Background: an optimization exercise with open tools, aiming at small area. Do not read the settings as production practice.
Function was checked by simulation only, so behaviour that the tests miss may differ from the original.
Power figures rest on the tool's default switching activity, not on a simulated workload.

## router
module router #(
	parameter logic [1:0] X_COORD = 2'd1,
	parameter logic [1:0] Y_COORD = 2'd1,
	parameter int FIFO_DEPTH = 8
) (
	input logic clk_local,
	input logic reset,
	input logic [31:0] local_in,
	input logic write_en_local,
	input logic [4:0] north_in,    
	input logic [4:0] south_in,
	input logic [4:0] east_in,
	input logic [4:0] west_in,
	input logic local_neuron_full,
	input logic north_neighbor_full,
	input logic south_neighbor_full,
	input logic east_neighbor_full,
	input logic west_neighbor_full,
	output logic local_full,
	output logic north_full,
	output logic south_full,
	output logic east_full,
	output logic west_full,
	output logic [4:0] local_out,  
	output logic [4:0] north_out,
	output logic [4:0] south_out,
	output logic [4:0] east_out,
	output logic [4:0] west_out
);
For scale: ~970 cells after synthesis, about 90 I/O pins.
==> module input_port, before the edit <==
module input_port #(
	parameter logic [1:0] X_COORD = 2'd1,
	parameter logic [1:0] Y_COORD = 2'd1,
	parameter bit HAS_CNT = 1'b1
) (
	input logic clk_local,
	input logic reset,
	input logic empty,
	input logic [3:0] flit_in,
	input logic grant,
	input logic ext_last,
	output logic send,
	output logic [4:0] request
);
	logic [2:0] st;
	logic [2:0] cnt;
	logic [2:0] route;
	logic last;
	logic [1:0] dst_x;
	logic [1:0] dst_y;
	assign dst_x = flit_in[3:2];
	assign dst_y = flit_in[1:0];
	always_comb
	begin
		if (dst_x > X_COORD)
			route = 3'(noc_pkg::PORT_EAST + 1);
		else if (dst_x < X_COORD)
			route = 3'(noc_pkg::PORT_WEST + 1);
		else if (dst_y > Y_COORD)
			route = 3'(noc_pkg::PORT_NORTH + 1);
		else if (dst_y < Y_COORD)
			route = 3'(noc_pkg::PORT_SOUTH + 1);
		else
			route = 3'(noc_pkg::PORT_LOCAL + 1);
	end
	always_comb
	begin
		for (int k = 0; k < noc_pkg::NUM_PORTS; k++)
			request[k] = (st == 3'(k + 1));
	end
	assign send = grant && (HAS_CNT ? !empty : 1'b1);
	assign last = HAS_CNT ? (cnt == 3'd7) : ext_last;
	always_ff @(posedge clk_local)
	begin
		if (reset)
			st <= 3'd0;
		else if (st == 3'd0)
		begin
			if (!empty)
				st <= route;
		end
		else if (send && last)
			st <= 3'd0;  
	end
	always_ff @(posedge clk_local)
	begin
		if (reset)
			cnt <= 3'd0;
		else if (send)
			cnt <= cnt + 3'd1;
	end
endmodule
==> module crossbar, before the edit <==
module crossbar (
	input logic clk_local,
	input logic reset,
	input logic [19:0] in_flit,    
	input logic [4:0] in_ready,    
	input logic [24:0] sel,        
	input logic [4:0] sel_valid,
	output logic [24:0] out        
);
	logic [3:0] flit [5];
	logic [4:0] send;
	always_comb
	begin
		for (int o = 0; o < noc_pkg::NUM_PORTS; o++)
		begin
			flit[o] = '0;
			send[o] = 1'b0;
			for (int j = 0; j < noc_pkg::NUM_PORTS; j++)
			begin
				flit[o] = flit[o] | ({4{sel[5*o+j]}} & in_flit[4*j +: 4]);
				send[o] = send[o] | (sel[5*o+j] & in_ready[j]);
			end
		end
	end
	always_ff @(posedge clk_local)
	begin
		for (int o = 0; o < noc_pkg::NUM_PORTS; o++)
		begin
			if (reset)
				out[5*o+4] <= 1'b0;
			else
				out[5*o+4] <= sel_valid[o] && send[o];
			out[5*o +: 4] <= flit[o];  
		end
	end
endmodule
==> module router, before the edit <==
module router #(
	parameter logic [1:0] X_COORD = 2'd1,
	parameter logic [1:0] Y_COORD = 2'd1,
	parameter int FIFO_DEPTH = 8
) (
	input logic clk_local,
	input logic reset,
	input logic [31:0] local_in,
	input logic write_en_local,
	input logic [4:0] north_in,    
	input logic [4:0] south_in,
	input logic [4:0] east_in,
	input logic [4:0] west_in,
	input logic local_neuron_full,
	input logic north_neighbor_full,
	input logic south_neighbor_full,
	input logic east_neighbor_full,
	input logic west_neighbor_full,
	output logic local_full,
	output logic north_full,
	output logic south_full,
	output logic east_full,
	output logic west_full,
	output logic [4:0] local_out,  
	output logic [4:0] north_out,
	output logic [4:0] south_out,
	output logic [4:0] east_out,
	output logic [4:0] west_out
);
	logic [4:0] src_empty;
	logic [19:0] src_flit;         
	logic [4:0] port_send;
	logic [4:0] port_grant;
	logic [24:0] port_req;         
	logic [24:0] arb_req;          
	logic [24:0] arb_grant;        
	logic [24:0] arb_sel;
	logic [4:0] arb_valid;
	logic [4:0] dest_full;
	logic [19:0] nb_in;            
	logic [4:1] nb_full;
	logic [24:0] out_link;
	logic local_loaded;
	logic local_last;
	assign nb_in = {west_in, east_in, south_in, north_in};
	assign {west_full, east_full, south_full, north_full} = nb_full;
	assign dest_full = {west_neighbor_full, east_neighbor_full, south_neighbor_full,
		north_neighbor_full, local_neuron_full};
	assign {west_out, east_out, south_out, north_out, local_out} = out_link;
	packet_serializer local_ser_i (
		.clk_local(clk_local),
		.reset(reset),
		.wr(write_en_local),
		.packet(local_in),
		.rd(port_send[noc_pkg::PORT_LOCAL]),
		.flit(src_flit[3:0]),
		.last(local_last),
		.loaded(local_loaded)
	);
	assign local_full = local_loaded;
	assign src_empty[noc_pkg::PORT_LOCAL] = !local_loaded;
	for (genvar j = 1; j < noc_pkg::NUM_PORTS; j++)
	begin : g_fifo
		flit_fifo fifo_i (
			.clk_local(clk_local),
			.reset(reset),
			.wr(nb_in[5*j-1]),
			.wr_flit(nb_in[5*j-5 +: 4]),
			.rd(port_send[j]),
			.rd_flit(src_flit[4*j +: 4]),
			.empty(src_empty[j]),
			.full(nb_full[j])
		);
	end
	for (genvar j = 0; j < noc_pkg::NUM_PORTS; j++)
	begin : g_port
		input_port #(.X_COORD(X_COORD), .Y_COORD(Y_COORD), .HAS_CNT(j != 0)) port_i (
			.clk_local(clk_local),
			.reset(reset),
			.empty(src_empty[j]),
			.flit_in(src_flit[4*j +: 4]),
			.grant(port_grant[j]),
			.ext_last(local_last),
			.send(port_send[j]),
			.request(port_req[5*j +: 5])
		);
	end
	always_comb
	begin
		for (int j = 0; j < noc_pkg::NUM_PORTS; j++)
		begin
			port_grant[j] = 1'b0;
			for (int k = 0; k < noc_pkg::NUM_PORTS; k++)
			begin
				arb_req[5*k+j] = port_req[5*j+k];
				port_grant[j] = port_grant[j] | arb_grant[5*k+j];
			end
		end
	end
	for (genvar k = 0; k < noc_pkg::NUM_PORTS; k++)
	begin : g_arb
		rr_arbiter arb_i (
			.clk_local(clk_local),
			.reset(reset),
			.request(arb_req[5*k +: 5]),
			.dest_full(dest_full[k]),
			.pick(arb_sel[5*k +: 5]),
			.grant(arb_grant[5*k +: 5])
		);
		assign arb_valid[k] = !dest_full[k];
	end
	crossbar xbar_i (
		.clk_local(clk_local),
		.reset(reset),
		.in_flit(src_flit),
		.in_ready({~src_empty[4:1], 1'b1}),
		.sel(arb_sel),
		.sel_valid(arb_valid),
		.out(out_link)
	);
endmodule
Settings: LEC_CHECK=0, ABC_AREA=1, CAP_MARGIN=20, CORE_MARGIN=2, CORE_UTILIZATION=50, SLEW_MARGIN=20; clock period 9.0 ns.
standard.sh (not shown) runs the stock make flow with config.mk's settings and CLKGATE_MAP_FILE= SYNTH_SCRIPT=/design/flow/synth_recipe.tcl, a recipe that flattens the netlist after the stock synthesis.
==> flow/flow/run.sh <==
#!/bin/bash
# Own layout flow: the standard flow, with three changes.
#  - synthesis: the same script (synth_recipe.tcl), without the adder
#    extraction step (ADDER_MAP_FILE empty), and Yosys's abc call uses
#    flow/abc_min.script (area-oriented mapping, no upsizing or buffering).
#  - port buffers: buf_1 instead of the flow's default choice.
#  - clock tree: settings from flow/cts_args.txt.
set -euo pipefail
W=$PWD
cat > "$W/own_synth.tcl" <<TCL
proc abc {args} {
  set i [lsearch -exact \$args -script]
  if {\$i >= 0} { set args [lreplace \$args \$i [expr {\$i + 1}] -script $W/flow/abc_min.script] }
  yosys abc {*}\$args
}
source $W/synth_recipe.tcl
TCL
CTS="$(cat "$W/flow/cts_args.txt")"
bash "$W/standard.sh" "SYNTH_SCRIPT=$W/own_synth.tcl" \
	"BUFFER_PORTS_ARGS=-buffer_cell sky130_fd_sc_hd__buf_1" \
	"CTS_ARGS=$CTS" ADDER_MAP_FILE= finish > "$W/own_flow.log" 2>&1
==> flow/flow/abc_min.script <==
strash
&get -n
&st
&dc2
&dch -f
&nf -R 2000
&put
topo
==> flow/flow/cts_args.txt <==
-sink_clustering_enable -repair_clock_nets -dont_use_dummy_load -buf_list sky130_fd_sc_hd__clkbuf_4 -sink_clustering_size 10 -sink_clustering_max_diameter 40
Next try:
--- a/flow/design.v
+++ b/flow/design.v
@@ -145,11 +145,11 @@
 	always_comb
 	begin
 		for (int k = 0; k < noc_pkg::NUM_PORTS; k++)
 			request[k] = (st == 3'(k + 1));
 	end
-	assign send = grant && (HAS_CNT ? !empty : 1'b1);
+	assign send = (st != 3'd0) && grant && !empty;
 	assign last = HAS_CNT ? (cnt == 3'd7) : ext_last;
 	always_ff @(posedge clk_local)
 	begin
 		if (reset)
 			st <= 3'd0;
@@ -161,11 +161,11 @@
 		else if (send && last)
 			st <= 3'd0;  
 	end
 	always_ff @(posedge clk_local)
 	begin
-		if (reset)
+		if (st == 3'd0)
 			cnt <= 3'd0;
 		else if (send)
 			cnt <= cnt + 3'd1;
 	end
 endmodule
@@ -220,11 +220,11 @@
 `timescale 1ns/1ps
 module crossbar (
 	input logic clk_local,
 	input logic reset,
 	input logic [19:0] in_flit,    
-	input logic [4:0] in_ready,    
+	input logic [4:0] in_send,
 	input logic [24:0] sel,        
 	input logic [4:0] sel_valid,
 	output logic [24:0] out        
 );
 	logic [3:0] flit [5];
@@ -236,11 +236,11 @@
 			flit[o] = '0;
 			send[o] = 1'b0;
 			for (int j = 0; j < noc_pkg::NUM_PORTS; j++)
 			begin
 				flit[o] = flit[o] | ({4{sel[5*o+j]}} & in_flit[4*j +: 4]);
-				send[o] = send[o] | (sel[5*o+j] & in_ready[j]);
+				send[o] = send[o] | (sel[5*o+j] & in_send[j]);
 			end
 		end
 	end
 	always_ff @(posedge clk_local)
 	begin
@@ -368,11 +368,11 @@
 	end
 	crossbar xbar_i (
 		.clk_local(clk_local),
 		.reset(reset),
 		.in_flit(src_flit),
-		.in_ready({~src_empty[4:1], 1'b1}),
+		.in_send(port_send),
 		.sel(arb_sel),
 		.sel_valid(arb_valid),
 		.out(out_link)
 	);
 endmodule
Wire length rises by about 0.8%.
Sequential share of layout area falls by 0.14 points.
Setup slack got worse by 0.38 ns.
Clock-buffer cell count came out lower by 1.
Final cell count goes up by about 0.9%.
Die area barely changes.
Final area barely changes.
Utilization decreases by 1.1 points.
Power fell by about 5.6%.
Hold slack is worse by 0.0033 ns.
Area after synthesis barely changes.

port drivers added, routing unchanged:
Ports are ideal in the flow. The routed layouts listed here were re-timed in OpenROAD.
Step 1 sets driving cells, clkbuf_16 on the clock port and buf_2 on the other inputs (assumed; they add their load-dependent delay and slew).
Step 2 adds t to the input delays and takes it off the output delays; t is the mean of the earliest and latest rising clock arrival at the registers after step 1. Input paths then give back, and output paths get back, about the clock's delay inside the block.
Three values: no drivers, after step 1, after step 2; two values: the first two.
| run | shift t [ns] | setup WS [ns] | hold WS [ns] | cell pins on the clock port's net |
|---|---|---|---|---|
| the first run | 0.653 | 5.181 / 5.181 / 4.882 | 0.416 / 0.416 / 0.416 | 1 |
| the second run | 0.655 | 4.797 / 4.797 / 4.602 | 0.413 / 0.413 / 0.413 | 1 |
After both steps setup and hold are still met in every run listed. For the first run, which loses most, drivers alone change the setup slack by 0.000 ns; drivers and shift together by -0.299 ns.
